This is an optimization exercise on Yosys and OpenROAD, whose aim is small area, a short achievable clock period and few clock cycles per item, not a production implementation.
In this exercise RTL edits were held to simulation tests only and were not proved equivalent to the original.

==> flow/design.v <==
module cosine_distance_unit #(
    parameter int W     = 16,
    parameter int FRAC  = 11,
    parameter int TERMS = 4
) (
    input  logic         clk,
    input  logic         reset_n,
    input  logic         start,
    input  logic [W-1:0] x_in,
    input  logic [W-1:0] v_in,
    output logic         busy,
    output logic         done,
    output logic [W-1:0] cos_out,
    output logic [W-1:0] distance,
    output logic         sat
);
    generate
        if (TERMS < 1 || TERMS > 8) begin : g_bad_terms
            $fatal(1, "cosine_distance_unit: TERMS must be in 1..8");
        end
        if (FRAC >= W) begin : g_bad_frac
            $fatal(1, "cosine_distance_unit: FRAC must be smaller than W");
        end
    endgenerate
    typedef enum logic [2:0] {
        IDLE = 3'd0,
        LOAD = 3'd1,
        MUL1 = 3'd2,
        MUL2 = 3'd3,
        DIST = 3'd4
    } state_t;
    localparam logic [W-1:0] ONE    = {{(W-1){1'b0}}, 1'b1} << FRAC;
    localparam logic [W-1:0] MAX_W  = {1'b0, {(W-1){1'b1}}};
    localparam logic [W-1:0] MIN_W  = {1'b1, {(W-1){1'b0}}};
    localparam logic [3:0]   LAST_K = TERMS - 1;
    function automatic logic [W-1:0] recip(input int k);
        int d;
        int num;
        d     = (2 * k - 1) * (2 * k);
        num   = (1 << (FRAC + 1)) + d;
        recip = num / (2 * d);
    endfunction
    function automatic logic [W:0] sat_mul(input logic [W-1:0] a, input logic [W-1:0] b);
        logic signed [2*W-1:0] prod;
        logic signed [2*W-1:0] shr;
        prod = $signed({{W{a[W-1]}}, a}) * $signed({{W{b[W-1]}}, b});
        shr  = prod >>> FRAC;
        if (shr[2*W-1:W-1] == {(W+1){1'b0}} || shr[2*W-1:W-1] == {(W+1){1'b1}}) begin
            sat_mul = {1'b0, shr[W-1:0]};
        end else begin
            sat_mul = {1'b1, (shr[2*W-1] ? MIN_W : MAX_W)};
        end
    endfunction
    function automatic logic [W:0] sat_add(input logic [W-1:0] a, input logic [W-1:0] b);
        logic [W:0] s;
        s = {a[W-1], a} + {b[W-1], b};
        if (s[W] != s[W-1]) begin
            sat_add = {1'b1, (s[W] ? MIN_W : MAX_W)};
        end else begin
            sat_add = {1'b0, s[W-1:0]};
        end
    endfunction
    function automatic logic [W:0] sat_neg(input logic [W-1:0] a);
        if (a == MIN_W) begin
            sat_neg = {1'b1, MAX_W};
        end else begin
            sat_neg = {1'b0, (~a) + {{(W-1){1'b0}}, 1'b1}};
        end
    endfunction
    state_t       state_q, state_d;
    logic [W-1:0] x_q, x_d, v_q, v_d, x2_q, x2_d;
    logic [W-1:0] term_q, term_d, expr_q, expr_d, p_q, p_d;
    logic [W-1:0] cos_q, cos_d, dist_q, dist_d;
    logic [3:0]   k_q, k_d;
    logic         busy_q, busy_d, done_q, done_d, sat_q, sat_d;
    logic [W-1:0] r_tab [8];
    logic [W:0]   r_mul, r_neg, r_add;
    always_comb begin
        r_tab[0] = '0;
        for (int i = 1; i < 8; i++) begin
            r_tab[i] = recip(i);
        end
    end
    always_comb begin
        state_d = state_q;
        x_d     = x_q;
        v_d     = v_q;
        x2_d    = x2_q;
        term_d  = term_q;
        expr_d  = expr_q;
        p_d     = p_q;
        cos_d   = cos_q;
        dist_d  = dist_q;
        k_d     = k_q;
        busy_d  = busy_q;
        done_d  = done_q;
        sat_d   = sat_q;
        r_mul   = '0;
        r_neg   = '0;
        r_add   = '0;
        case (state_q)
            IDLE: begin
                if (start) begin
                    state_d = LOAD;
                    x_d     = x_in;
                    v_d     = v_in;
                    busy_d  = 1'b1;
                    done_d  = 1'b0;
                    sat_d   = 1'b0;
                end
            end
            LOAD: begin
                r_mul   = sat_mul(x_q, x_q);
                x2_d    = r_mul[W-1:0];
                sat_d   = sat_q | r_mul[W];
                term_d  = ONE;
                expr_d  = ONE;
                k_d     = 4'd1;
                state_d = (TERMS > 1) ? MUL1 : DIST;
            end
            MUL1: begin
                r_mul   = sat_mul(term_q, x2_q);
                p_d     = r_mul[W-1:0];
                sat_d   = sat_q | r_mul[W];
                state_d = MUL2;
            end
            MUL2: begin
                r_mul   = sat_mul(p_q, r_tab[k_q[2:0]]);
                r_neg   = sat_neg(r_mul[W-1:0]);
                r_add   = sat_add(expr_q, r_neg[W-1:0]);
                term_d  = r_neg[W-1:0];
                expr_d  = r_add[W-1:0];
                sat_d   = sat_q | r_mul[W] | r_neg[W] | r_add[W];
                k_d     = k_q + 4'd1;
                state_d = (k_q < LAST_K) ? MUL1 : DIST;
            end
            DIST: begin
                r_mul   = sat_mul(v_q, expr_q);
                dist_d  = r_mul[W-1:0];
                cos_d   = expr_q;
                sat_d   = sat_q | r_mul[W];
                done_d  = 1'b1;
                busy_d  = 1'b0;
                state_d = IDLE;
            end
            default: begin
                state_d = IDLE;
                busy_d  = 1'b0;
            end
        endcase
    end
    always_ff @(posedge clk or negedge reset_n) begin
        if (!reset_n) begin
            state_q <= IDLE;
            x_q     <= '0;
            v_q     <= '0;
            x2_q    <= '0;
            term_q  <= '0;
            expr_q  <= '0;
            p_q     <= '0;
            cos_q   <= '0;
            dist_q  <= '0;
            k_q     <= '0;
            busy_q  <= 1'b0;
            done_q  <= 1'b0;
            sat_q   <= 1'b0;
        end else begin
            state_q <= state_d;
            x_q     <= x_d;
            v_q     <= v_d;
            x2_q    <= x2_d;
            term_q  <= term_d;
            expr_q  <= expr_d;
            p_q     <= p_d;
            cos_q   <= cos_d;
            dist_q  <= dist_d;
            k_q     <= k_d;
            busy_q  <= busy_d;
            done_q  <= done_d;
            sat_q   <= sat_d;
        end
    end
    assign busy      = busy_q;
    assign done      = done_q;
    assign cos_out   = cos_q;
    assign distance  = dist_q;
    assign sat       = sat_q;
endmodule
==> flow/run.sh <==
#!/bin/bash
# synth_recipe.tcl (not shown) runs the flow's synth.tcl, then flattens the netlist and writes it again
# the make line also repeats each setting of config.mk as NAME=value (left out here)
make -C /OpenROAD-flow-scripts/flow DESIGN_CONFIG=/design/flow/config.mk WORK_HOME=/design/flow/orfs CLKGATE_MAP_FILE= SYNTH_SCRIPT=/design/flow/synth_recipe.tcl finish
==> flow/config.mk <==
export PLATFORM = sky130hd
export DESIGN_NAME = cosine_distance_unit
export DESIGN_NICKNAME = cosine_distance_unit
export VERILOG_FILES = /design/flow/design.v
export SDC_FILE = /design/flow/constraint.sdc
export NUM_CORES = 4
export LEC_CHECK = 0
export CAP_MARGIN = 20
export CORE_MARGIN = 2
export CORE_UTILIZATION = 40
export SLEW_MARGIN = 20
==> flow/constraint.sdc <==
create_clock -name core_clock -period 12.0 [get_ports {clk}]
set_input_delay 2.4000 -clock core_clock [delete_from_list [all_inputs] [get_ports {clk}]]
set_output_delay 2.4000 -clock core_clock [all_outputs]
set_load 0.01 [all_outputs]
==> results of run 1 <==
## final timing paths
kind | startpoint | to | slack [ps] | cells past startpoint
setup / recovery | k_q[0] | sat_q | 720 | 44
min in group asynchronous | reset_n | x_q[15] | 1950 | 1
max in group asynchronous | reset_n | k_q[2] | 8510 | 2
hold / removal | cos_q[1] | cos_q[1] | 480 | 2
setup reg to reg | k_q[0] | sat_q | 720 | 44
hold reg to reg | cos_q[1] | cos_q[1] | 480 | 2
## cell type report
type                            count  area (um^2)  share of cell area (%)
Timing Repair Buffer              129         1140                    2.60
Clock buffer                       17          425                   0.967
Sequential cell                   138         3460                    7.85
Tap cell                         1368         1710                    3.89
Multi-Input combinational cell   3165        33100                    75.3
Inverter                         1055         3960                    9.00
Clock inverter                     15          168                   0.381
Antenna cell                        1         2.50                 0.00569
## placed cells by master (no fill, tap or decap), types with 33 or more instances in the layout
| cell | instances |
|---|---|
| fa_1 | 889 |
| a21oi_1 | 129 |
| nor2_1 | 173 |
| a21o_1 | 45 |
| xnor2_1 | 81 |
| nor2b_1 | 35 |
| nand2_1 | 565 |
| ha_1 | 343 |
| xor2_1 | 35 |
| nand2b_1 | 42 |
| inv_1 | 1054 |
| nand4_1 | 33 |
| buf_4 | 60 |
| o21ai_0 | 95 |
| dfrtp_1 | 136 |
| and2_1 | 331 |
| clkdlybuf4s50_1 | 68 |
## registers in the layout, indices dropped and copies added (netlist names), 16 cells and up
signal / flops
p_q: 16
dist_q: 16
x_q: 16
x2_q: 16
term_q: 16
expr_q: 16
cos_q: 16
v_q: 16
## through the flow
step / cells / hold slack [ps]
detailed placement: 5853 / 463
global placement: 5853 / 466
global route: 5887 / 505
finish: 5888 / 479
floorplan: 4530 / 453
CTS: 5885 / 489
## tightest hold or removal path, cell delays in order, from the launching register on
cell,delay [ps]
dfrtp_1,350
nand2_1,40
o21ai_0,60
## logic make-up (layout without fill, tap and decap cells)
family / Yosys count / after routing / synth area share, %
multiplexers: 36 / 36 / 0.964
XOR/XNOR: 116 / 116 / 2.47
AO/OA/AOI/OAI: 473 / 473 / 7.59
flip-flops: 138 / 138 / 8.39
adder cells (fa/ha/maj): 1239 / 1239 / 53.9
AND/OR/NAND/NOR: 1301 / 1301 / 15.4
other: 0 / 1 / 0
buffers and inverters: 1227 / 1216 / 11.3
## metal layers
| layer | wire [um] | GRT usage [%] | vias up | part of all wire (%) |
|---|---|---|---|---|
| li1 | - | - | 13668 | - |
| met1 | 43900 | 27.0 | 15049 | 45 |
| met2 | 46900 | 32.2 | 545 | 49 |
| met3 | 3920 | 2.16 | 85 | 4.1 |
| met4 | 1820 | 4.41 | 0 | 1.9 |
| met5 | 0 | 0 | - | 0 |
## what timing repair did
action                     in CTS  in global routing
setup endpoints to repair       0                 17
buffers inserted                0                  2
resized for setup               0                 16
==> summary.md, run 1 <==
| Metric | Value |
|---|---|
| CP bufs+invs | 7 |
| Share of layout cells above drive strength 1 | ~3.9% |
| Detail Placement HPWL | between 70 and 80 mm |
| Hold Crit Class | flip-flop to flip-flop |
| Num CTS Buffers | 17 |
| Final setup fails | 0 |
| CP Data Arrival Time | ~12000 ps |
| Post-Synthesis Cells | approximately 4500 |
| Clk slew on worst S/H paths | 80 ps |
| Cell type of the slowest stage on the worst timing path | fa_1 |
| Initial Utilization | roughly two fifths |
| Hold buffers post-CTS | 0 |
| Global-route wire length before repair | ~170 mm |
| Status | finished clean |
| Filler cell count | slightly above 10000 |
| Critical Path End Type | flip-flop |
| Post-synth EDFFs | 0 |
| RD Place Congestion | ~0.87 |
| Worst slack, placed | between 50 and 60 ps |
| Placed cell areas | between 40000 and 50000 um^2 |
| Area leader, netlist | fa_1 |
| Largest delay share family, worst path | adder cells |
| Post-synthesis cell area | 41200 um^2 |
| Total Wirelength | between 90 and 100 mm |
| Layout area overhead | 6.93% |
| Fin util | 43.2% |
| Final setup margin | 718 ps |
| Endpoints failing hold | 0 |
| Drt wl/cell | 16.4 um |
| Die width | ~320 um |
| Max Fclk | between 0.08 and 0.09 GHz |
| Die ar. | 105000 um^2 |
| Via count | 29347 |
| Vias in the first global route | approximately 31000 |
| Design area | approximately 44000 um^2 |
| Worst-Margin Slew | between 1000 and 1500 ps |
| Core Area | a little over 100000 um^2 |
| Synth cell types | 100 |
| CTS HTree Levels | 4 |
| Worst Path Class, Setup | flip-flop to flip-flop |
| Max clock buf depth | 2 |
| Remaining DRCs | 0 |
| Synth area leaders | fa_1, ha_1, inv_1 |
| Most common cell in the synthesized netlist | inv_1 |
| Slew Viols, Final | 0 |
| Die height | about 320 um |
| Top_reg_cell synth | dfrtp_1 |
| Max_cap viols | 0 |
| GRT Resource Usage Total | 19.3% |
| Critical Path Max Stage Delay | between 500 and 600 ps |
| Clock latency on the worst-skew pair | 490 ps |
| Most Frequent Cell on Critical Path | fa_1 |
| Headroom to the max-slew limit | approximately a third |
| Initial antenna violation count | 1 |
| CTS root buf | clkbuf_16 |
| Clock sinks | 138 |
| Top Ports | 70 |
| Nets | between 5000 and 6000 |
| Register area share after synthesis | 8.39% |
| Post-Syn Nets | just under 6000 |
| TritonRoute pass-1 iters | 8 |
| Worst Clk Skew | 15.4 ps |
| Final ANT Viol Nets | 0 |
| Largest net degree at the start of global routing | 73 |
| TritonCTS clock tree | built |
| Top-area cell type share of the netlist area | 43.3% |
| TNS Setup | 0 ps |
| Via density | between 4 and 5 |
| Critical Path Start Type | flip-flop |
| Fin crit share | between 90% and 100% |
| Post-synth ARST share | 100% |
| Total gr overflow | 0 |
| Critical Path RT | around 12000 ps |
| Placement row count | 117 |
| Port bufs | 69 |
| Drt first-iter violations | approximately 1400 |
| Synth Register Bits | around 140 |
| Post-route minimum period | approximately 11000 ps |
| RSZ-0062 raised after global routing | no |
| CP max FO | 10 |
| Synthesis Warnings | 2 |
| Top cells by count, synth | inv_1, fa_1, nand2_1, ha_1, and2_1 |
| Synthesized area per cell | between 9 and 10 um^2 |
Testbench counts, summed over its fixed seeds: cycles 14,400, items 1,600.
==> run 2, diff against run 1 <==
==> flow/design.v (replaced) <==
module cosine_distance_unit #(
    parameter int W     = 16,
    parameter int FRAC  = 11,
    parameter int TERMS = 4
) (
    input  logic         clk,
    input  logic         reset_n,
    input  logic         start,
    input  logic [W-1:0] x_in,
    input  logic [W-1:0] v_in,
    output logic         busy,
    output logic         done,
    output logic [W-1:0] cos_out,
    output logic [W-1:0] distance,
    output logic         sat
);
    logic s1_q, s2_q, s3_q, done_q;
    logic accept;
    logic [15:0] a_q, b_q, d_q;
    logic        sat_q;
    assign busy   = s1_q | s2_q | s3_q;
    assign accept = start & ~busy;
    logic signed [13:0] xs;
    logic        [27:0] sq;
    logic               sq_ovf;
    logic        [14:0] x2_in;
    assign xs     = x_in[13:0];
    assign sq     = xs * xs;
    assign sq_ovf = (x_in[15:13] != 3'b000 && x_in[15:13] != 3'b111) || sq[26];
    assign x2_in  = sq_ovf ? 15'h7fff : sq[25:11];
    logic signed [31:0] prod;
    assign prod = $signed(a_q) * $signed(b_q) + $signed({21'd0, {11{s1_q}}});
    logic        q_big, sat1;
    logic [11:0] term2;
    logic [23:0] t2_full;
    assign q_big   = prod[31:26] != 6'd0;
    assign sat1    = (prod[31:27] != 5'd0) || (prod[26] && prod[25:11] != 15'd0);
    assign t2_full = prod[25:11] * 9'd171 + 24'd2047;
    assign term2   = q_big ? 12'd2736 : t2_full[22:11];
    logic        sat2;
    logic [10:0] t3;
    logic [19:0] t3_full;
    logic [15:0] expr3;
    assign sat2    = prod[31:26] != 6'd0;
    assign t3_full = prod[25:11] * 5'd17;
    assign t3      = sat2 ? 11'd1087 : t3_full[19:9];
    assign expr3   = 16'd2048 - {2'b00, b_q[14:1]} + {4'b0000, a_q[11:0]} - {5'b00000, t3};
    logic        sat3;
    logic [15:0] dres;
    assign sat3 = !(prod[31:26] == 6'h00 || prod[31:26] == 6'h3f);
    assign dres = sat3 ? (prod[31] ? 16'h8000 : 16'h7fff) : prod[26:11];
    always_ff @(posedge clk or negedge reset_n) begin
        if (!reset_n) begin
            s1_q   <= 1'b0;
            s2_q   <= 1'b0;
            s3_q   <= 1'b0;
            done_q <= 1'b0;
        end else begin
            s1_q <= accept;
            s2_q <= s1_q;
            s3_q <= s2_q;
            if (accept) done_q <= 1'b0;
            else if (s3_q) done_q <= 1'b1;
        end
    end
    always_ff @(posedge clk) begin
        if (s1_q) a_q <= {4'b0000, term2};
        else if (s2_q) a_q <= d_q;
        else a_q <= {2'b00, x2_in[14:1]};
        if (accept) b_q <= {1'b0, x2_in};
        else if (s2_q) b_q <= expr3;
        if (accept) d_q <= v_in;
        else if (s3_q) d_q <= dres;
        if (accept) sat_q <= sq_ovf;
        else if (s1_q) sat_q <= sat_q | sat1;
        else if (s2_q) sat_q <= sat_q | sat2;
        else if (s3_q) sat_q <= sat_q | sat3;
    end
    assign done     = done_q;
    assign cos_out  = b_q;
    assign distance = d_q;
    assign sat      = sat_q;
endmodule
--- a/flow/config.mk
+++ b/flow/config.mk
@@ -8,4 +8,5 @@
 export CAP_MARGIN = 20
 export CORE_MARGIN = 2
 export CORE_UTILIZATION = 40
+export SETUP_SLACK_MARGIN = 4
 export SLEW_MARGIN = 20
==> run 2 against run 1 <==
Wire length shrank 36%. Utilization grew 5.9 points. Register-to-register slack gained 1300 ps. Count of clock-buffer cells in the layout shrank 11. Maximum frequency grew 14%. Final cell count shrank 43%. Flip-flop and latch count shrank 85. Clock skew shrank 7.3 ps. Setup slack gained 1300 ps. First-iteration DRC count shrank 12%. Critical endpoint is now b_q[4].
==> summary.md, run 2 <==
| Metric | Value |
|---|---|
| Hold Crit Class | flip-flop to flip-flop (unchanged) |
| Most Frequent Cell on Critical Path | buf_4 (was fa_1) |
| Critical Path End Type | flip-flop (unchanged) |
| Max_cap viols | 0 (unchanged) |
| Synthesized area per cell | 9.25 um^2 (was 9.08 um^2) |
| Layout area overhead | 20.9% (was 6.93%) |
| Most common cell after layout, fill and taps aside | inv_1 (unchanged) |
| Nets | 3384 (was 5777) |
| Top cells by count, synth | inv_1, fa_1, ha_1, nand2_1, and2_1 (was inv_1, fa_1, nand2_1, ha_1, and2_1) |
| Die height | 241 um (was 325 um) |
| Final setup fails | 0 (unchanged) |
| Synth Register Bits | 53 (was 138) |
| Clock latency on the worst-skew pair | 300 ps (was 490 ps) |
| Post-synthesis cell area | 22500 um^2 (was 41200 um^2) |
| Worst Hold Margin | 567 ps (was 479 ps) |
| Core Area | 55400 um^2 (was 102000 um^2) |
| Fin crit share | 82.8% (was 94.0%) |
| Num CTS Buffers | 5 (was 17) |
| Slew Viols, Final | 0 (unchanged) |
| Initial Utilization | 40.6% (was 40.4%) |
| Port bufs | 69 (unchanged) |
| Area leader, netlist | fa_1 (unchanged) |
| Total gr overflow | 0 (unchanged) |
| Synth area leaders | fa_1, ha_1, inv_1 (unchanged) |
| TNS Setup | 0 ps (unchanged) |
| Synthesis Warnings | 1 (was 2) |
| GRT Resource Usage Total | 22.1% (was 19.3%) |
| Critical Path RT | 12120 ps (was 12360 ps) |
| TritonRoute pass-1 iters | 5 (was 8) |
| Remaining DRCs | 0 (unchanged) |
| Total Wirelength | 62.0 mm (was 96.5 mm) |
| CP max FO | 7 (was 10) |
| Regs by FF count | a_q x16, b_q x16, d_q x16 |
| Vias in the first global route | 18882 (was 31305) |
| Top-area cell type share of the netlist area | 43.8% (was 43.3%) |
| CP Data Arrival Time | 10060 ps (was 11640 ps) |
| Placement row count | 86 (was 117) |
| Clock sinks | 53 (was 138) |
| Critical Path Max Stage Delay | 570 ps (was 530 ps) |
| Max clock buf depth | 2 (unchanged) |
| Endpoints failing hold | 0 (unchanged) |
| Commonest non-fill, non-tap cells in the layout | inv_1, fa_1, nand2_1 (unchanged) |
| CTS HTree Levels | 2 (was 4) |
| Via density | 5.15 (was 4.98) |
| Post-synth EDFFs | 32 (was 0) |
| TritonCTS clock tree | built (unchanged) |
| Worst-Margin Slew | 935 ps (was 1020 ps) |
| Post-Syn Nets | 3206 (was 5801) |
| RSZ-0062 raised after global routing | yes (was no) |
| Top_reg_cell synth | edfxtp_1 (was dfrtp_1) |
| Initial antenna violation count | 0 (was 1) |
| Headroom to the max-slew limit | 37.6% (was 31.9%) |
| RD Place Congestion | 0.918 (was 0.865) |
| Via count | 17310 (was 29347) |
| Max Fclk | 0.101 GHz (was 0.0886 GHz) |
| Post-synth ARST share | 7.55% (was 100%) |
| Critical Path Start Type | flip-flop (unchanged) |
| Die width | 241 um (was 325 um) |
| Share of layout cells above drive strength 1 | 18.3% (was 3.85%) |
| Cell type of the slowest stage on the worst timing path | or4_4 (was fa_1) |
| Top Ports | 70 (unchanged) |
| Register area share after synthesis | 6.22% (was 8.39%) |
| Global-route wire length before repair | 100 mm (was 165 mm) |
| Final ANT Viol Nets | 0 (unchanged) |
| Clk slew on worst S/H paths | 80 ps (about the same) |
| Post-Synthesis Cells | 2435 (was 4530) |
| Antenna cells | 0 (was 1) |
| Detail Placement HPWL | 48.0 mm (was 79.3 mm) |
| Most common cell in the synthesized netlist | inv_1 (unchanged) |
| Drt first-iter violations | 1208 (was 1365) |
| Die ar. | 58200 um^2 (was 105000 um^2) |
| Synth cell types | 72 (was 100) |
| Worst Path Class, Setup | flip-flop to flip-flop (unchanged) |
| Largest net degree at the start of global routing | 48 (was 73) |
| Drt wl/cell | 18.4 um (was 16.4 um) |
| Status | finished clean (unchanged) |
| CTS root buf | clkbuf_16 (unchanged) |
| Post-route minimum period | 9940 ps (was 11280 ps) |
| Worst Clk Skew | 8.07 ps (was 15.4 ps) |
-- run 2: logic make-up after synthesis --
group                      Yosys count  synth area share [%]
buffers and inverters              689                  11.5
DFF                                 53                  6.23
adders and majority gates          736                  57.3
and+or+nand+nor                    619                  13.7
muxes                                3                 0.145
AOI/OAI and AO/OA                  230                  6.98
xor gates and xnor gates           105                  4.09
-- run 2: what timing repair did --
action                     CTS  global route
gates resized for setup    238           127
setup endpoints to repair   31            31
setup buffers              106            44
hold buffers                 0             0
pin swaps                   89           113
gates cloned                 3             1
-- run 2: worst paths after layout --
path                          from      end  slack (ps)  depth (start not counted)
max                         b_q[5]   b_q[4]        2060                         47
min                        d_q[14]  a_q[14]         570                          1
max reg2reg                 b_q[5]   b_q[4]        2060                         47
min reg2reg                d_q[14]  a_q[14]         570                          1
max in group asynchronous  reset_n     s3_q        9450                          1
min in group asynchronous  reset_n     s1_q        2340                          1
-- run 2: final cells by class --
type                       instances  area, um^2
fill                            5071       28200
multi-input combinational       1693       20000
timing repair buffer             251        2390
inverter                         609        2330
sequential                        53        1430
tap                              748         936
clock buffer                       6         129
clock inverter                     2        13.8
-- run 2: routing by layer --
metal	vias to the layer above	wire length, um	GRT usage (%)
met2	486	30300	38.1
met1	8957	26700	30.0
met4	0	1580	4.47
met5	-	0	0
li1	7782	-	-
met3	85	3440	2.72
-- run 2: metrics by stage --
step | utilization, % | area, um^2 | instances | worst slack (ps)
final | 49.1 | 27200 | 3362 | 2060
after global routing | 49.1 | 27200 | 3362 | 1750
after CTS | 47.4 | 26300 | 3317 | 2240
after detailed placement | 44.0 | 24400 | 3200 | 1240
after global placement | 44.0 | 24400 | 3200 | 1380
after floorplan | - | 23000 | 2435 | 2540
-- run 2: critical path: cells and delay by family, from the launching register on --
family | cells | cell delay (ps)
compound gates | 6 | 1080
simple gates | 12 | 1590
flops | 1 | 450
buf+inv | 17 | 1840
xor+xnor | 1 | 160
fa+ha+maj | 11 | 4610
Testbench counts of run 2, summed over its fixed seeds: cycles 6,400, items 1,600.
==> run 3, diff against run 2 <==
--- a/flow/config.mk
+++ b/flow/config.mk
@@ -8,5 +8,4 @@
 export CAP_MARGIN = 20
 export CORE_MARGIN = 2
 export CORE_UTILIZATION = 40
-export SETUP_SLACK_MARGIN = 4
 export SLEW_MARGIN = 20
==> run 3 against run 2 <==
Area after synthesis unchanged. Die area unchanged. Design area shrank 11%. Still clean on timing, DRC and antenna. Utilization decreased by 5.2 points. Setup slack lost 1500 ps. Maximum frequency down 13%. Critical path depth is 8 lower. Largest cell class unchanged. Final cell count shrank 4.2%. Non-clock buffer count down 142. Wire length down 6.5%.
==> summary.md, run 3 <==
| Metric | Value |
|---|---|
| Post-synth ARST share | 7.55% (unchanged) |
| Drt wl/cell | 18.0 um (was 18.4 um) |
| Final ANT Viol Nets | 0 (unchanged) |
| Worst Hold Margin | 587 ps (was 567 ps) |
| Most common cell in the synthesized netlist | inv_1 (unchanged) |
| TritonCTS clock tree | built (unchanged) |
| Post-synth EDFFs | 32 (unchanged) |
| Synth cell types | 72 (unchanged) |
| Commonest non-fill, non-tap cells in the layout | inv_1, fa_1, ha_1 (was inv_1, fa_1, nand2_1) |
| Clock latency on the worst-skew pair | 300 ps (about the same) |
| Post-synthesis cell area | 22500 um^2 (unchanged) |
| Die height | 241 um (unchanged) |
| Layout area overhead | 8.03% (was 20.9%) |
| Area occupied by multi-input gates | 18500 um^2 (was 20000 um^2) |
| Port bufs | 69 (unchanged) |
| Design area | 24300 um^2 (was 27200 um^2) |
| Synth area leaders | fa_1, ha_1, inv_1 (unchanged) |
| RR Startpoint | b_q[10] (was b_q[5]) |
| Critical Path Start Type | flip-flop (unchanged) |
| TNS Setup | 0 ps (unchanged) |
| Clk slew on worst S/H paths | 80 ps (about the same) |
| Final setup margin | 520 ps (was 2060 ps) |
| Drt first-iter violations | 967 (was 1208) |
| Synthesized area per cell | 9.25 um^2 (unchanged) |
| Register area share after synthesis | 6.22% (unchanged) |
| Synth Register Bits | 53 (unchanged) |
| Worst Clk Skew | 10.1 ps (was 8.07 ps) |
| CP max FO | 15 (was 7) |
| Top_reg_cell synth | edfxtp_1 (unchanged) |
| Share of layout cells above drive strength 1 | 3.88% (was 18.3%) |
| Via density | 5.08 (was 5.15) |
| Top Ports | 70 (unchanged) |
| Placed cell areas | 24100 um^2 (was 24400 um^2) |
| Max_cap viols | 0 (unchanged) |
| Max clock buf depth | 2 (unchanged) |
| Worst slack, placed | 696 ps (was 1240 ps) |
| Initial antenna violation count | 1 (was 0) |
| Antenna cells | 0 (unchanged) |
| Status | finished clean (unchanged) |
| RD Place Congestion | 0.904 (was 0.918) |
| Post-route minimum period | 11480 ps (was 9940 ps) |
| Die width | 241 um (unchanged) |
| Top-area cell type share of the netlist area | 43.8% (unchanged) |
| Critical Path Max Stage Delay | 760 ps (was 570 ps) |
| Max Fclk | 0.0871 GHz (was 0.101 GHz) |
| Regs by FF count | a_q x16, b_q x16, d_q x16 (unchanged) |
| Area leader, netlist | fa_1 (unchanged) |
| Critical Path RT | 12200 ps (was 12120 ps) |
| CTS root buf | clkbuf_16 (unchanged) |
| Worst Path Class, Setup | flip-flop to flip-flop (unchanged) |
| CTS HTree Levels | 2 (unchanged) |
| Placement row count | 86 (unchanged) |
| Fin crit share | 95.7% (was 82.8%) |
| Critical Path End Type | flip-flop (unchanged) |
| Worst-Margin Slew | 978 ps (was 935 ps) |
| Num CTS Buffers | 5 (unchanged) |
| Filler cell count | 5335 (was 5071) |
| Vias in the first global route | 18133 (was 18882) |
| Synthesis Warnings | 1 (unchanged) |
| Post-Syn Nets | 3206 (unchanged) |
| Headroom to the max-slew limit | 33.5% (was 37.6%) |
| Initial Utilization | 40.6% (unchanged) |
| Post-Synthesis Cells | 2435 (unchanged) |
| Most common cell after layout, fill and taps aside | inv_1 (unchanged) |
| Die ar. | 58200 um^2 (unchanged) |
| Largest net degree at the start of global routing | 49 (was 48) |
| Reg area | 1410 um^2 (was 1430 um^2) |
| Endpoints failing hold | 0 (unchanged) |
| Cell type of the slowest stage on the worst timing path | edfxtp_1 (was or4_4) |
| GRT Resource Usage Total | 21.3% (was 22.1%) |
| Total gr overflow | 0 (unchanged) |
| Top cells by count, synth | inv_1, fa_1, ha_1, nand2_1, and2_1 (unchanged) |
| Nets | 3242 (was 3384) |
| Global-route wire length before repair | 96.3 mm (was 100 mm) |
| RSZ-0062 raised after global routing | no (was yes) |
| Via count | 16363 (was 17310) |
| Remaining DRCs | 0 (unchanged) |
| Core Area | 55400 um^2 (unchanged) |
| Clock sinks | 53 (unchanged) |
| Setup crit start | b_q[10] (was b_q[5]) |
| Hold Crit Class | flip-flop to flip-flop (unchanged) |
| Most Frequent Cell on Critical Path | fa_1 (was buf_4) |
| Hold Startpoint | d_q[15] (was d_q[14]) |
| Slew Viols, Final | 0 (unchanged) |
| Total Wirelength | 57.9 mm (was 62.0 mm) |
| Final setup fails | 0 (unchanged) |
| TritonRoute pass-1 iters | 8 (was 5) |
| CP Data Arrival Time | 11680 ps (was 10060 ps) |
| Detail Placement HPWL | 49.2 mm (was 48.0 mm) |
==> run 3: cell types whose count changed in the layout (fill, tap and decap cells not counted), moves of 24 or more <==
| cell | previous run | this run |
|---|---|---|
| buf_6 | 25 | 1 |
| inv_1 | 581 | 607 |
| buf_4 | 147 | 38 |
| ha_4 | 35 | 0 |
| a21oi_1 | 44 | 69 |
| ha_1 | 202 | 243 |
==> run 3: cell type report <==
type,instances,area share (%)
inverter,609,9.41
clock buffer,6,0.571
tap,748,3.85
sequential,53,5.78
clock inverter,2,0.0720
multi-input combinational,1693,76.2
timing repair buffer,109,4.12
==> run 3: routing by layer <==
metal	track usage, %	vias up	wire length [um]
met2	35.2	478	27000
met5	0	-	11
met1	29.7	8319	26000
met3	3.25	77	3690
li1	-	7487	-
met4	4.06	2	1220
==> run 3: final timing paths <==
check | end | slack, ps | cells past startpoint
setup / recovery | b_q[15] | 520 | 39
setup reg to reg | b_q[15] | 520 | 39
max in group asynchronous | s2_q | 9430 | 1
hold reg to reg | a_q[15] | 590 | 1
min in group asynchronous | s1_q | 2340 | 1
hold / removal | a_q[15] | 590 | 1
==> run 3: cell families after synthesis <==
| kind of cell | count (synthesis) | share of synthesized area (%) |
|---|---|---|
| fa+ha+maj | 736 | 57.3 |
| buf+inv | 689 | 11.5 |
| simple gates | 619 | 13.7 |
| compound gates | 230 | 6.98 |
| xor+xnor | 105 | 4.09 |
| flops | 53 | 6.23 |
| mux | 3 | 0.145 |
==> run 3: through the flow <==
step | instances | util, %
floorplan | 2435 | -
global placement | 3209 | 43.5
detailed placement | 3209 | 43.5
CTS | 3217 | 43.8
global route | 3220 | 43.9
finish | 3220 | 43.9
==> run 3: worst max-delay path, delay by kind of cell (launching register included) <==
family / cells / cell delay [ps]
AO/OA/AOI/OAI: 16 / 3890
AND/OR/NAND/NOR: 6 / 1080
adder cells (fa/ha/maj): 10 / 4530
XOR/XNOR: 1 / 500
buffers and inverters: 6 / 610
flip-flops: 1 / 760
==> run 3: timing repair <==
item | in CTS | in global routing
endpoints found under the hold margin | 0 | 0
resized for setup | 0 | 6
setup buffers | 0 | 3
endpoints found under the setup margin | 0 | 3
hold buffers | 0 | 0
==> run 4, diff against run 3 <==
--- a/flow/design.v
+++ b/flow/design.v
@@ -16,20 +16,63 @@
 );
     logic s1_q, s2_q, s3_q, done_q;
     logic accept;
-    logic [15:0] a_q, b_q, d_q;
+    logic [15:0] a_q, d_q;
+    logic [15:0] b_q;
     logic        sat_q;
     assign busy   = s1_q | s2_q | s3_q;
     assign accept = start & ~busy;
-    logic signed [13:0] xs;
-    logic        [27:0] sq;
-    logic               sq_ovf;
-    logic        [14:0] x2_in;
-    assign xs     = x_in[13:0];
-    assign sq     = xs * xs;
+    logic        xsg;
+    logic [12:0] u;
+    logic [27:0] sqrow [14];
+    logic [27:0] sq;
+    logic        sq_ovf;
+    logic [14:0] x2_in;
+    assign xsg = x_in[15];
+    assign u   = x_in[12:0] ^ {13{xsg}};
+    always_comb begin
+        for (int i = 0; i < 13; i++) begin
+            sqrow[i] = '0;
+            sqrow[i][2*i] = u[i];
+            for (int j = i + 1; j < 13; j++) begin
+                sqrow[i][i+j+1] = u[i] & u[j];
+            end
+        end
+        sqrow[13] = {14'd0, u & {13{xsg}}, xsg};
+    end
+    assign sq = sqrow[0] + sqrow[1] + sqrow[2] + sqrow[3] + sqrow[4] + sqrow[5] + sqrow[6]
+              + sqrow[7] + sqrow[8] + sqrow[9] + sqrow[10] + sqrow[11] + sqrow[12] + sqrow[13];
     assign sq_ovf = (x_in[15:13] != 3'b000 && x_in[15:13] != 3'b111) || sq[26];
     assign x2_in  = sq_ovf ? 15'h7fff : sq[25:11];
-    logic signed [31:0] prod;
-    assign prod = $signed(a_q) * $signed(b_q) + $signed({21'd0, {11{s1_q}}});
+    logic [16:0] ae;
+    logic [15:0] bx;
+    logic [16:0] row [8];
+    logic [31:0] rsum [8];
+    logic [31:0] negv;
+    logic [31:0] prod;
+    assign ae = {a_q[15], a_q};
+    assign bx = {b_q[14:0], 1'b0};
+    always_comb begin
+        negv = '0;
+        for (int i = 0; i < 8; i++) begin
+            logic b0, b1, b2, one, two, neg;
+            b0  = bx[2*i];
+            b1  = bx[2*i+1];
+            b2  = (i == 7) ? b_q[14] : bx[2*i+2];
+            one = b0 ^ b1;
+            two = (b2 & ~b1 & ~b0) | (~b2 & b1 & b0);
+            neg = b2;
+            for (int j = 0; j < 17; j++) begin
+                row[i][j] = ((one & ae[j]) | (two & ((j == 0) ? 1'b0 : ae[j-1]))) ^ neg;
+            end
+            negv[2*i] = neg;
+            rsum[i] = {15'd0, ~row[i][16], row[i][15:0]} << (2*i);
+        end
+    end
+    localparam logic [31:0] KSE = 32'hAAAB_0000;
+    logic [31:0] kadd;
+    assign kadd = KSE | {21'd0, {11{s1_q}}};
+    assign prod = rsum[0] + rsum[1] + rsum[2] + rsum[3] + rsum[4] + rsum[5] + rsum[6] + rsum[7]
+                + negv + kadd;
     logic        q_big, sat1;
     logic [11:0] term2;
     logic [23:0] t2_full;
@@ -44,7 +87,7 @@
     assign sat2    = prod[31:26] != 6'd0;
     assign t3_full = prod[25:11] * 5'd17;
     assign t3      = sat2 ? 11'd1087 : t3_full[19:9];
-    assign expr3   = 16'd2048 - {2'b00, b_q[14:1]} + {4'b0000, a_q[11:0]} - {5'b00000, t3};
+    assign expr3   = 16'd2048 - {2'b00, a_q[14:1]} + {4'b0000, b_q[11:0]} - {5'b00000, t3};
     logic        sat3;
     logic [15:0] dres;
     assign sat3 = !(prod[31:26] == 6'h00 || prod[31:26] == 6'h3f);
@@ -64,10 +107,10 @@
         end
     end
     always_ff @(posedge clk) begin
-        if (s1_q) a_q <= {4'b0000, term2};
+        if (accept) a_q <= {1'b0, x2_in};
         else if (s2_q) a_q <= d_q;
-        else a_q <= {2'b00, x2_in[14:1]};
-        if (accept) b_q <= {1'b0, x2_in};
+        if (accept) b_q <= {2'b00, x2_in[14:1]};
+        else if (s1_q) b_q <= {4'b0000, term2};
         else if (s2_q) b_q <= expr3;
         if (accept) d_q <= v_in;
         else if (s3_q) d_q <= dres;
==> run 4 against run 3 <==
Critical path depth decreased by 1. Maximum frequency is 2.0% higher. Final cell count decreased by 9.8%. Count of clock-buffer cells in the layout decreased by 1. Non-clock buffer count is 18 higher. Setup slack better by 220 ps.
==> summary.md, run 4 <==
| Metric | Value |
|---|---|
| Status | finished clean (unchanged) |
| Post-synth ARST share | 7.55% (unchanged) |
| Via density | 5.85 (was 5.08) |
| Post-synth EDFFs | 46 (was 32) |
| Fin crit share | 93.8% (was 95.7%) |
| Drt wl/cell | 20.6 um (was 18.0 um) |
| Setup crit start | b_q[7] (was b_q[10]) |
| Remaining DRCs | 0 (unchanged) |
| Max_cap viols | 0 (unchanged) |
| RR Startpoint | b_q[7] (was b_q[10]) |
| GRT Resource Usage Total | 24.5% (was 21.3%) |
| TNS Setup | 0 ps (unchanged) |
| Top-area cell type share of the netlist area | 21.7% (was 43.8%) |
| Drt first-iter violations | 1554 (was 967) |
| Post-synthesis cell area | 18800 um^2 (was 22500 um^2) |
| Endpoints failing hold | 0 (unchanged) |
| Largest delay share family, worst path | adder cells (unchanged) |
| Num CTS Buffers | 5 (unchanged) |
| CTS root buf | clkbuf_16 (unchanged) |
| Worst Path Class, Setup | flip-flop to flip-flop (unchanged) |
| Critical Path Max Stage Delay | 730 ps (was 760 ps) |
| Die ar. | 48900 um^2 (was 58200 um^2) |
| Worst-Margin Slew | 1110 ps (was 978 ps) |
| Final ANT Viol Nets | 0 (unchanged) |
| Placement row count | 79 (was 86) |
| Port bufs | 69 (unchanged) |
| Critical Path Start Type | flip-flop (unchanged) |
| Die height | 221 um (was 241 um) |
| Global-route wire length before repair | 95.6 mm (was 96.3 mm) |
| Initial antenna violation count | 2 (was 1) |
| Nets | 2790 (was 3242) |
| Critical Path RT | 12260 ps (was 12200 ps) |
| RSZ-0062 raised after global routing | no (unchanged) |
| RD Place Congestion | 0.943 (was 0.904) |
| Total Wirelength | 59.8 mm (was 57.9 mm) |
| Post-Synthesis Cells | 2329 (was 2435) |
| Clock sinks | 53 (unchanged) |
| Layout area overhead | 7.36% (was 8.03%) |
| TritonCTS clock tree | built (unchanged) |
| CP bufs+invs | 5 (was 6) |
| Area leader, netlist | fa_1 (unchanged) |
| Synth Register Bits | 53 (unchanged) |
| CP max FO | 65 (was 15) |
| Top cells by count, synth | inv_1, ha_1, fa_1, nand2_1, nor2_1 (was inv_1, fa_1, ha_1, nand2_1, and2_1) |
| Hold Crit Class | flip-flop to flip-flop (unchanged) |
| CTS HTree Levels | 2 (unchanged) |
| Clk slew on worst S/H paths | 100 ps (was 80 ps) |
| Worst Clk Skew | 25.0 ps (was 10.1 ps) |
| TritonRoute pass-1 iters | 6 (was 8) |
| Antenna cells | 0 (unchanged) |
| Critical Path End Type | flip-flop (unchanged) |
| Clock latency on the worst-skew pair | 330 ps (was 300 ps) |
| Headroom to the max-slew limit | 25.7% (was 33.5%) |
| Post-route minimum period | 11260 ps (was 11480 ps) |
| Detail Placement HPWL | 48.0 mm (was 49.2 mm) |
| Most Frequent Cell on Critical Path | fa_1 (unchanged) |
| Largest net degree at the start of global routing | 85 (was 49) |
| Initial Utilization | 40.5% (was 40.6%) |
| Max Fclk | 0.0888 GHz (was 0.0871 GHz) |
| Cell type of the slowest stage on the worst timing path | xnor2_1 (was edfxtp_1) |
| Final setup fails | 0 (unchanged) |
| Slew Viols, Final | 0 (unchanged) |
| Hold Startpoint | done_q (was d_q[15]) |
| Synth cell types | 88 (was 72) |
| Placed cell areas | 20000 um^2 (was 24100 um^2) |
| Top Ports | 70 (unchanged) |
| Synthesis Warnings | 4 (was 1) |
| Synthesized area per cell | 8.09 um^2 (was 9.25 um^2) |
| Commonest non-fill, non-tap cells in the layout | inv_1, ha_1, fa_1 (was inv_1, fa_1, ha_1) |
| Most common cell in the synthesized netlist | inv_1 (unchanged) |
| Via count | 16977 (was 16363) |
| Max clock buf depth | 2 (unchanged) |
| Register area share after synthesis | 8.18% (was 6.22%) |
| Vias in the first global route | 16825 (was 18133) |
| Filler cell count | 4663 (was 5335) |
| CP Data Arrival Time | 11520 ps (was 11680 ps) |
| Top_reg_cell synth | edfxtp_1 (unchanged) |
| Total gr overflow | 0 (unchanged) |
| Post-Syn Nets | 2823 (was 3206) |
| Synth area leaders | fa_1, ha_1, edfxtp_1 (was fa_1, ha_1, inv_1) |
| Design area | 20200 um^2 (was 24300 um^2) |
| Regs by FF count | a_q x16, b_q x16, d_q x16 (unchanged) |
| Share of layout cells above drive strength 1 | 6.62% (was 3.88%) |
| Die width | 221 um (was 241 um) |
| Most common cell after layout, fill and taps aside | inv_1 (unchanged) |
| Core Area | 46600 um^2 (was 55400 um^2) |
[run 4: cell type report]
cell class | instances | area, um^2 | share of cell area [%]
Multi-Input combinational cell | 1801 | 15500 | 76.5
Clock buffer | 5 | 125 | 0.618
Clock inverter | 3 | 47.5 | 0.235
Inverter | 308 | 1160 | 5.71
Sequential cell | 53 | 1540 | 7.62
Timing Repair Buffer | 127 | 1130 | 5.58
Tap cell | 607 | 759 | 3.75
[run 4: path summary, 6_finish.rpt]
| check | to | cells past startpoint | slack (ps) |
|---|---|---|---|
| setup / recovery | b_q[15] | 38 | 740 |
| hold / removal | done_q | 2 | 510 |
| setup reg to reg | b_q[15] | 38 | 740 |
| hold reg to reg | done_q | 2 | 510 |
| max in group asynchronous | s2_q | 1 | 9550 |
| min in group asynchronous | done_q | 1 | 2280 |
[run 4: logic make-up after synthesis]
group | Yosys count | share of synthesized area (%)
xor gates and xnor gates | 89 | 4.18
AOI/OAI and AO/OA | 599 | 20.9
buffers and inverters | 475 | 9.81
and+or+nand+nor | 584 | 14.6
muxes | 26 | 1.39
DFF | 53 | 8.18
adders and majority gates | 503 | 40.9
[run 4: what timing repair did]
item                                    CTS  global route
gates resized for setup                   0             2
endpoints found under the setup margin    0             8
hold endpoints to repair                  0             0
buffers inserted                          0             1
hold buffers                              0             0
[run 4: worst register-to-register path: cells and delay by family (launching register included)]
kind	cells	cell delay (ps)
buf+inv	5	1150
simple gates	11	2140
fa+ha+maj	9	3920
compound gates	12	2780
xor+xnor	1	730
flops	1	470
[run 4: routing by layer]
| layer | share of wire [%] | GRT usage (%) |
|---|---|---|
| met4 | 2.5 | 5.43 |
| met5 | 0 | 0 |
| met3 | 7.7 | 3.55 |
| met1 | 44 | 34.7 |
| met2 | 45 | 39.4 |
[run 4: stage by stage]
| stage | hold slack, ps | worst slack [ps] | instances | util, % |
|---|---|---|---|---|
| after global routing | 536 | 56.5 | 2904 | 43.5 |
| after detailed placement | 496 | 814 | 2895 | 43.0 |
| after floorplan | 445 | 2260 | 2329 | - |
| final | 515 | 742 | 2904 | 43.5 |
| after global placement | 483 | 749 | 2895 | 43.0 |
| after CTS | 517 | 732 | 2903 | 43.4 |
Testbench counts of run 4, summed over its fixed seeds: cycles 6,400, items 1,600.
==> run 5, diff against run 4 <==
--- a/flow/config.mk
+++ b/flow/config.mk
@@ -5,6 +5,7 @@
 export SDC_FILE = /design/flow/constraint.sdc
 export NUM_CORES = 4
 export LEC_CHECK = 0
+export ABC_AREA = 1
 export CAP_MARGIN = 20
 export CORE_MARGIN = 2
 export CORE_UTILIZATION = 40
==> run 5 against run 4 <==
First-iteration DRC count is 23% lower. Synthesized cell count is 1.8% lower. Global-route usage is 0.66 points lower. Design area is 6.8% lower. Area after synthesis is 7.9% lower. Critical path depth is 5 higher. Die area is 7.8% lower. Worst hold slack worse by 14 ps.
==> summary.md, run 5 <==
| Metric | Value |
|---|---|
| Endpoints failing hold | 0 (unchanged) |
| Global-route wire length before repair | 83.7 mm (was 95.6 mm) |
| Vias in the first global route | 15578 (was 16825) |
| Critical Path Start Type | flip-flop (unchanged) |
| RD Place Congestion | 0.934 (was 0.943) |
| Synth area leaders | fa_1, ha_1, nand2_1 (was fa_1, ha_1, edfxtp_1) |
| Total gr overflow | 0 (unchanged) |
| CTS HTree Levels | 2 (unchanged) |
| Die width | 212 um (was 221 um) |
| Status | finished clean (unchanged) |
| Clock latency on the worst-skew pair | 300 ps (was 330 ps) |
| Fin crit share | 93.3% (was 93.8%) |
| Headroom to the max-slew limit | 24.8% (was 25.7%) |
| Placement row count | 76 (was 79) |
| Worst Path Class, Setup | flip-flop to flip-flop (unchanged) |
| Clk slew on worst S/H paths | 80 ps (was 100 ps) |
| Fin util | 43.9% (was 43.5%) |
| Hold Crit Class | flip-flop to flip-flop (unchanged) |
| Post-synthesis cell area | 17400 um^2 (was 18800 um^2) |
| Hold buffers post-CTS | 0 (unchanged) |
| Compound-gate portion of the synthesized area | 13.0% (was 20.9%) |
| Cell type of the slowest stage on the worst timing path | o21ai_1 (was xnor2_1) |
| Adder-Cell Fraction of Synth Area | 41.9% (was 40.9%) |
| Most common cell in the synthesized netlist | nand2_1 (was inv_1) |
| Core Area | 43000 um^2 (was 46600 um^2) |
| Slew Viols, Final | 0 (unchanged) |
| Port bufs | 69 (unchanged) |
| Top-area cell type share of the netlist area | 23.5% (was 21.7%) |
| Post-Synthesis Cells | 2286 (was 2329) |
| TritonRoute pass-1 iters | 7 (was 6) |
| Synth cell types | 54 (was 88) |
| Total Wirelength | 52.7 mm (was 59.8 mm) |
| Post-synth ARST share | 7.55% (unchanged) |
| Critical Path End Type | flip-flop (unchanged) |
| GRT Resource Usage Total | 23.8% (was 24.5%) |
| Critical Path RT | 12040 ps (was 12260 ps) |
| Share of layout cells above drive strength 1 | 3.57% (was 6.62%) |
| Area leader, netlist | fa_1 (unchanged) |
| Post-placement cell count | 2902 (was 2895) |
| Die height | 212 um (was 221 um) |
| Multiplexer share of the synthesized area | 0% (was 1.39%) |
| Post-Syn Nets | 2780 (was 2823) |
| Synthesis Warnings | 4 (unchanged) |
| Regs by FF count | a_q x16, b_q x16, d_q x16 (unchanged) |
| Num CTS Buffers | 5 (unchanged) |
| Worst Clk Skew | 10.6 ps (was 25.0 ps) |
| Post-synth EDFFs | 46 (unchanged) |
| Nets | 2818 (was 2790) |
| TNS Setup | 0 ps (unchanged) |
| Critical Path Max Stage Delay | 1000 ps (was 730 ps) |
| Final setup fails | 0 (unchanged) |
| Commonest non-fill, non-tap cells in the layout | nand2_1, inv_1, ha_1 (was inv_1, ha_1, fa_1) |
| CP Data Arrival Time | 11230 ps (was 11520 ps) |
| Drt first-iter violations | 1204 (was 1554) |
| RSZ-0062 raised after global routing | no (unchanged) |
| Combinational family with the most area after synthesis | adder cells (unchanged) |
| Via density | 5.31 (was 5.85) |
| Post-CTS sizing | 0 (unchanged) |
| CP max FO | 15 (was 65) |
| Finished Layout Cells | 2910 (was 2904) |
| Most common cell after layout, fill and taps aside | nand2_1 (was inv_1) |
| Top_reg_cell synth | edfxtp_1 (unchanged) |
| Synthesized area per cell | 7.59 um^2 (was 8.09 um^2) |
| Worst Hold Margin | 500 ps (was 515 ps) |
| Register area share after synthesis | 8.88% (was 8.18%) |
| Synth Area in XOR/XNOR | 7.82% (was 4.18%) |
| Postcts setup bufs | 0 (unchanged) |
| Synth Register Bits | 53 (unchanged) |
| Simple-gate area share of the yosys netlist | 17.2% (was 14.6%) |
| CTS root buf | clkbuf_16 (unchanged) |
| Final ANT Viol Nets | 0 (unchanged) |
| Detail Placement HPWL | 44.1 mm (was 48.0 mm) |
| Antenna cells | 0 (unchanged) |
| Via count | 15456 (was 16977) |
| Remaining DRCs | 0 (unchanged) |
| Worst-Margin Slew | 1120 ps (was 1110 ps) |
| TritonCTS clock tree | built (unchanged) |
| Initial Utilization | 40.4% (was 40.5%) |
| Die ar. | 45100 um^2 (was 48900 um^2) |
| Post-route minimum period | 11200 ps (was 11260 ps) |
| Top Ports | 70 (unchanged) |
| Initial antenna violation count | 0 (was 2) |
| Layout area overhead | 8.70% (was 7.36%) |
| Max clock buf depth | 2 (unchanged) |
| Largest net degree at the start of global routing | 33 (was 85) |
| Most Frequent Cell on Critical Path | nand2_1 (was fa_1) |
| Max_cap viols | 0 (unchanged) |
| Drt wl/cell | 18.1 um (was 20.6 um) |
| Max Fclk | 0.0893 GHz (was 0.0888 GHz) |
| Top cells by count, synth | nand2_1, inv_1, ha_1, fa_1, nor2_1 (was inv_1, ha_1, fa_1, nand2_1, nor2_1) |
| Clock sinks | 53 (unchanged) |
[run 5: changes by cell type after synthesis, moves of 41 or more]
cell	previous run	this run
o22ai_1	60	104
nand2_1	193	449
xor2_1	36	142
xnor2_1	52	11
clkbuf_1	120	45
maj3_1	44	0
or2_2	61	5
inv_1	303	421
[run 5: layer usage]
metal / GRT usage (%) / routed length [um]
met5: 0 / 0
met4: 8.13 / 1950
met3: 2.81 / 3240
met2: 39.1 / 24100
met1: 32.5 / 23400
[run 5: cell families after synthesis]
group           Yosys count
buf+inv                 502
compound gates          391
flops                    53
fa+ha+maj               459
simple gates            727
xor+xnor                154
[run 5: worst paths after layout]
path	endpoint	slack (ps)	cells after the start	start
worst max-delay path	b_q[10]	800	43	b_q[7]
worst min-delay path	done_q	500	2	done_q
worst max register to register	b_q[10]	800	43	b_q[7]
worst min register to register	done_q	500	2	done_q
max in group asynchronous	s3_q	9520	1	reset_n
min in group asynchronous	s2_q	2310	1	reset_n
[run 5: through the flow]
stage	worst slack [ps]	cell area, um^2
3_5_place_dp	1020	18700
3_3_place_gp	1170	18700
6_report	805	18900
2_1_floorplan	2730	17400
4_1_cts	983	18900
5_1_grt	18.7	18900
[run 5: worst max-delay path, delay by kind of cell (launching register included)]
| kind | cells | cell delay, ps |
|---|---|---|
| AND/OR/NAND/NOR | 16 | 1550 |
| buffers and inverters | 7 | 1110 |
| XOR/XNOR | 3 | 960 |
| flip-flops | 1 | 720 |
| adder cells (fa/ha/maj) | 9 | 4220 |
| AO/OA/AOI/OAI | 8 | 2350 |
[run 5: area by class of cell]
class,instances,area [um^2]
Fill cell,4452,24100
Clock inverter,3,50.0
Timing Repair Buffer,94,878
Clock buffer,5,125
Inverter,439,1650
Tap cell,585,732
Multi-Input combinational cell,1731,13900
Sequential cell,53,1540
==> run 6, diff against run 5 <==
==> flow/design.v (replaced) <==
module cosine_distance_unit #(
    parameter int W     = 16,
    parameter int FRAC  = 11,
    parameter int TERMS = 4
) (
    input  logic         clk,
    input  logic         reset_n,
    input  logic         start,
    input  logic [W-1:0] x_in,
    input  logic [W-1:0] v_in,
    output logic         busy,
    output logic         done,
    output logic [W-1:0] cos_out,
    output logic [W-1:0] distance,
    output logic         sat
);
    logic s1_q, s2_q, s3_q, done_q;
    logic accept;
    logic [15:0] a_q, b_q, d_q;
    logic        xo_q, fl_q, ds_q;
    logic        sat_q;
    assign busy   = s1_q | s2_q | s3_q;
    assign accept = start & ~busy;
    logic [15:0] xs;
    logic [15:0] x2f;
    assign xs  = {{2{x_in[13]}}, x_in[13:0]};
    assign x2f = {a_q[15], a_q[14:0] | {15{xo_q & ~s3_q}}};
    logic [23:0] t2_full;
    logic [11:0] term2;
    assign t2_full = b_q[14:0] * 9'd171 + 24'd2047;
    assign term2   = fl_q ? 12'd2736 : t2_full[22:11];
    logic [19:0] t3_full;
    logic [10:0] t3;
    logic [15:0] expr3;
    assign t3_full = b_q[14:0] * 5'd17;
    assign t3      = fl_q ? 11'd1087 : t3_full[19:9];
    assign expr3   = d_q - {5'd0, t3};
    logic [15:0] mr, mcand;
    assign mr = busy ? x2f : xs;
    always_comb begin
        if (s1_q) mcand = {2'b00, x2f[14:1]};
        else if (s2_q) mcand = {4'd0, term2};
        else if (s3_q) mcand = expr3;
        else mcand = xs;
    end
    logic [16:0] me;
    logic [16:0] bx;
    logic [16:0] row [8];
    logic [31:0] rsum [8];
    logic [31:0] negv;
    logic [31:0] prod;
    assign me = {mcand[15], mcand};
    assign bx = {mr, 1'b0};
    always_comb begin
        negv = '0;
        for (int i = 0; i < 8; i++) begin
            logic b0, b1, b2, one, two, neg;
            b0  = bx[2*i];
            b1  = bx[2*i+1];
            b2  = bx[2*i+2];
            one = b0 ^ b1;
            two = (b2 & ~b1 & ~b0) | (~b2 & b1 & b0);
            neg = b2;
            for (int j = 0; j < 17; j++) begin
                row[i][j] = ((one & me[j]) | (two & ((j == 0) ? 1'b0 : me[j-1]))) ^ neg;
            end
            negv[2*i] = neg;
            rsum[i] = {15'd0, ~row[i][16], row[i][15:0]} << (2*i);
        end
    end
    localparam logic [31:0] KSE = 32'hAAAB_0000;
    logic [31:0] kadd;
    assign kadd = KSE | {21'd0, {11{s1_q}}};
    assign prod = rsum[0] + rsum[1] + rsum[2] + rsum[3] + rsum[4] + rsum[5] + rsum[6] + rsum[7]
                + negv + kadd;
    logic x2ovf;
    assign x2ovf = (x_in[15:13] != 3'b000 && x_in[15:13] != 3'b111) || prod[26];
    logic hi_nz, sat1;
    assign hi_nz = prod[31:26] != 6'd0;
    assign sat1  = (prod[31:27] != 5'd0) || (prod[26] && prod[25:11] != 15'd0);
    logic sat3;
    assign sat3 = !(prod[31:26] == 6'h00 || prod[31:26] == 6'h3f);
    logic [15:0] e2;
    assign e2 = 16'd2048 - {2'b00, x2f[14:1]} + {4'd0, term2};
    always_ff @(posedge clk or negedge reset_n) begin
        if (!reset_n) begin
            s1_q   <= 1'b0;
            s2_q   <= 1'b0;
            s3_q   <= 1'b0;
            done_q <= 1'b0;
        end else begin
            s1_q <= accept;
            s2_q <= s1_q;
            s3_q <= s2_q;
            if (accept) done_q <= 1'b0;
            else if (s3_q) done_q <= 1'b1;
        end
    end
    always_ff @(posedge clk) begin
        if (accept) a_q <= {1'b0, prod[25:11]};
        else if (s2_q) a_q <= d_q;
        if (accept) xo_q <= x2ovf;
        if (s1_q | s2_q) b_q <= {1'b0, prod[25:11]};
        else if (s3_q) b_q <= expr3;
        if (s1_q | s2_q) fl_q <= hi_nz;
        else if (s3_q) fl_q <= sat3;
        if (s3_q) ds_q <= prod[31];
        if (accept) d_q <= v_in;
        else if (s2_q) d_q <= e2;
        else if (s3_q) d_q <= prod[26:11];
        if (accept) sat_q <= x2ovf;
        else if (s1_q) sat_q <= sat_q | sat1;
        else if (s2_q) sat_q <= sat_q | hi_nz;
        else if (s3_q) sat_q <= sat_q | sat3;
    end
    assign done     = done_q;
    assign cos_out  = b_q;
    assign distance = fl_q ? (ds_q ? 16'h8000 : 16'h7fff) : d_q;
    assign sat      = sat_q;
endmodule
--- a/flow/config.mk
+++ b/flow/config.mk
@@ -9,4 +9,5 @@
 export CAP_MARGIN = 20
 export CORE_MARGIN = 2
 export CORE_UTILIZATION = 40
+export SETUP_SLACK_MARGIN = 3
 export SLEW_MARGIN = 20
==> run 6 against run 5 <==
Flip-flop and latch count grew 3. Critical path depth up 18. Maximum frequency rose by 13%. Final cell count fell by 4.3%. Global-route usage increased by 3.2 points.
==> summary.md, run 6 <==
| Metric | Value |
|---|---|
| Critical Path Max Stage Delay | 540 ps (was 1000 ps) |
| Max clock buf depth | 2 (unchanged) |
| Headroom to the max-slew limit | 30.1% (was 24.8%) |
| Filler cell count | 3658 (was 4452) |
| Synth cell types | 63 (was 54) |
| Largest net degree at the start of global routing | 48 (was 33) |
| Endpoints failing hold | 0 (unchanged) |
| Finished Layout Cells | 2784 (was 2910) |
| Initial Utilization | 40.6% (was 40.4%) |
| Clk slew on worst S/H paths | 90 ps (was 80 ps) |
| Status | finished clean (unchanged) |
| CP max FO | 4 (was 15) |
| Top_reg_cell synth | edfxtp_1 (unchanged) |
| Regs by FF count | a_q x16, b_q x16, d_q x16 (unchanged) |
| Num CTS Buffers | 5 (unchanged) |
| Post-synthesis cell area | 15300 um^2 (was 17400 um^2) |
| Total Wirelength | 53.6 mm (was 52.7 mm) |
| Antenna cells | 0 (unchanged) |
| Area leader, netlist | fa_1 (unchanged) |
| Most common cell after layout, fill and taps aside | inv_1 (was nand2_1) |
| Max_cap viols | 0 (unchanged) |
| Layout area overhead | 27.5% (was 8.70%) |
| Fin crit share | 82.8% (was 93.3%) |
| Via count | 15157 (was 15456) |
| CTS root buf | clkbuf_16 (unchanged) |
| Vias in the first global route | 15062 (was 15578) |
| Initial antenna violation count | 0 (unchanged) |
| RSZ-0062 raised after global routing | yes (was no) |
| Synthesis Warnings | 3 (was 4) |
| Slew Viols, Final | 0 (unchanged) |
| Register area share after synthesis | 10.7% (was 8.88%) |
| Critical Path RT | 12070 ps (was 12040 ps) |
| Worst Clk Skew | 17.5 ps (was 10.6 ps) |
| Cell type of the slowest stage on the worst timing path | fa_1 (was o21ai_1) |
| Synthesized area per cell | 7.36 um^2 (was 7.59 um^2) |
| Nets | 2643 (was 2818) |
| Global-route wire length before repair | 82.8 mm (was 83.7 mm) |
| Clock sinks | 56 (was 53) |
| Detail Placement HPWL | 40.8 mm (was 44.1 mm) |
| Core Area | 37700 um^2 (was 43000 um^2) |
| Post-placement cell count | 2614 (was 2902) |
| Post-synth EDFFs | 50 (was 46) |
| Remaining DRCs | 0 (unchanged) |
| Final setup fails | 0 (unchanged) |
| TritonRoute pass-1 iters | 5 (was 7) |
| Design area | 19500 um^2 (was 18900 um^2) |
| Worst slack, placed | 1230 ps (was 1020 ps) |
| TritonCTS clock tree | built (unchanged) |
| Drt wl/cell | 19.3 um (was 18.1 um) |
| GRT Resource Usage Total | 27.0% (was 23.8%) |
| Placed cell areas | 16600 um^2 (was 18700 um^2) |
| Die height | 200 um (was 212 um) |
| Die ar. | 39800 um^2 (was 45100 um^2) |
| Post-Syn Nets | 2448 (was 2780) |
| Fin util | 51.8% (was 43.9%) |
| Top Ports | 70 (unchanged) |
| Reg area | 1640 um^2 (was 1540 um^2) |
| TNS Setup | 0 ps (unchanged) |
| Worst-Margin Slew | 1050 ps (was 1120 ps) |
| Post-synth ARST share | 7.14% (was 7.55%) |
| Die width | 200 um (was 212 um) |
| Share of layout cells above drive strength 1 | 22.4% (was 3.57%) |
| Drt first-iter violations | 1148 (was 1204) |
| Area occupied by multi-input gates | 13100 um^2 (was 13900 um^2) |
| Post-Synthesis Cells | 2077 (was 2286) |
| Final ANT Viol Nets | 0 (unchanged) |
| Most common cell in the synthesized netlist | inv_1 (was nand2_1) |
| Worst Hold Margin | 477 ps (was 500 ps) |
| Commonest non-fill, non-tap cells in the layout | inv_1, nand2_1, ha_1 (was nand2_1, inv_1, ha_1) |
| Critical Path End Type | flip-flop (unchanged) |
| CTS HTree Levels | 2 (unchanged) |
| Port bufs | 69 (unchanged) |
| Total gr overflow | 0 (unchanged) |
| Post-route minimum period | 9940 ps (was 11200 ps) |
| CP Data Arrival Time | 10010 ps (was 11230 ps) |
| Clock latency on the worst-skew pair | 310 ps (was 300 ps) |
| Placement row count | 71 (was 76) |
| Synth area leaders | fa_1, ha_1, inv_1 (was fa_1, ha_1, nand2_1) |
| Max Fclk | 0.101 GHz (was 0.0893 GHz) |
| Synth Register Bits | 56 (was 53) |
| Final setup margin | 2060 ps (was 805 ps) |
| Top-area cell type share of the netlist area | 17.8% (was 23.5%) |
| Critical Path Start Type | flip-flop (unchanged) |
| Hold Crit Class | flip-flop to flip-flop (unchanged) |
| Worst Path Class, Setup | flip-flop to flip-flop (unchanged) |
| RD Place Congestion | 0.928 (was 0.934) |
| Top cells by count, synth | inv_1, nand2_1, ha_1, nor2_1, xor2_1 (was nand2_1, inv_1, ha_1, fa_1, nor2_1) |
| Via density | 5.44 (was 5.31) |
run 6: cells by family after synthesis:
group | after synthesis | synth area share [%]
multiplexers | 1 | 0.0655
AND/OR/NAND/NOR | 643 | 17.9
AO/OA/AOI/OAI | 383 | 15.6
buffers and inverters | 506 | 12.8
flip-flops | 56 | 10.7
adder cells (fa/ha/maj) | 336 | 34.2
XOR/XNOR | 152 | 8.71
run 6: critical path: cells and delay by family, from the launching register on:
kind                     cells  cell delay (ps)
adder cells (fa/ha/maj)      8             3210
AND/OR/NAND/NOR             29             3120
AO/OA/AOI/OAI               13             1970
buffers and inverters       11              970
flip-flops                   1              440
run 6: final timing paths:
path                          from      end  slack [ps]  cells after the start
min reg2reg                b_q[15]  b_q[15]         480                      2
max                         b_q[7]    sat_q        2060                     61
min                        b_q[15]  b_q[15]         480                      2
max reg2reg                 b_q[7]    sat_q        2060                     61
max in group asynchronous  reset_n     s2_q        9550                      1
min in group asynchronous  reset_n   done_q        2290                      1
run 6: what timing repair did:
action | CTS | global route
setup buffers | 129 | 31
gates resized for setup | 243 | 114
setup endpoints to repair | 50 | 50
hold buffers | 0 | 0
pin swaps | 97 | 65
gates cloned | 2 | 0
run 6: layout make-up:
| cell class | count | area share, % |
|---|---|---|
| Multi-Input combinational cell | 1516 | 67.4 |
| Timing Repair Buffer | 250 | 11.5 |
| Inverter | 443 | 8.65 |
| Sequential cell | 56 | 8.42 |
| Tap cell | 511 | 3.28 |
| Clock buffer | 5 | 0.641 |
| Clock inverter | 3 | 0.115 |
run 6: metal layers:
| layer | global-route usage, % | part of all wire [%] |
|---|---|---|
| met1 | 37.2 | 43 |
| met2 | 45.8 | 47 |
| met3 | 1.49 | 6.1 |
| met4 | 7.63 | 3.1 |
| met5 | 0 | 0 |
Testbench counts of run 6, summed over its fixed seeds: cycles 6,400, items 1,600.

port drivers added, routing unchanged:
No port has a modelled driver above. Below, the same layouts with a new extraction and two added sets of constraints. Step 1 sets driving cells, clkbuf_16 on the clock port and buf_2 on the other inputs (assumed; they add their load-dependent delay and slew). Step 2 also shifts input and output timing later by t, the mid clock arrival at the registers, as if the neighbouring blocks saw the same clock. a / b / c = ideal ports / drivers / drivers and shift; a / b = the first two.
run | shift t [ns] | slack for setup (ns) | slew at the worst register clock pin (ns)
run 1 | 0.548 | 0.718 / 0.718 / 0.718 | 0.08 / 0.08
run 2 | 0.337 | 2.065 / 2.065 / 2.065 | 0.08 / 0.08
run 3 | 0.337 | 0.520 / 0.520 / 0.520 | 0.08 / 0.08
run 4 | 0.363 | 0.742 / 0.742 / 0.742 | 0.10 / 0.10
run 5 | 0.332 | 0.805 / 0.805 / 0.805 | 0.08 / 0.08
run 6 | 0.339 | 2.061 / 2.061 / 1.853 | 0.09 / 0.09
After both steps setup and hold are still met in every run listed. The setup slack of run 6, which loses most, moves by 0.000 ns with the drivers and by -0.208 ns with both steps.
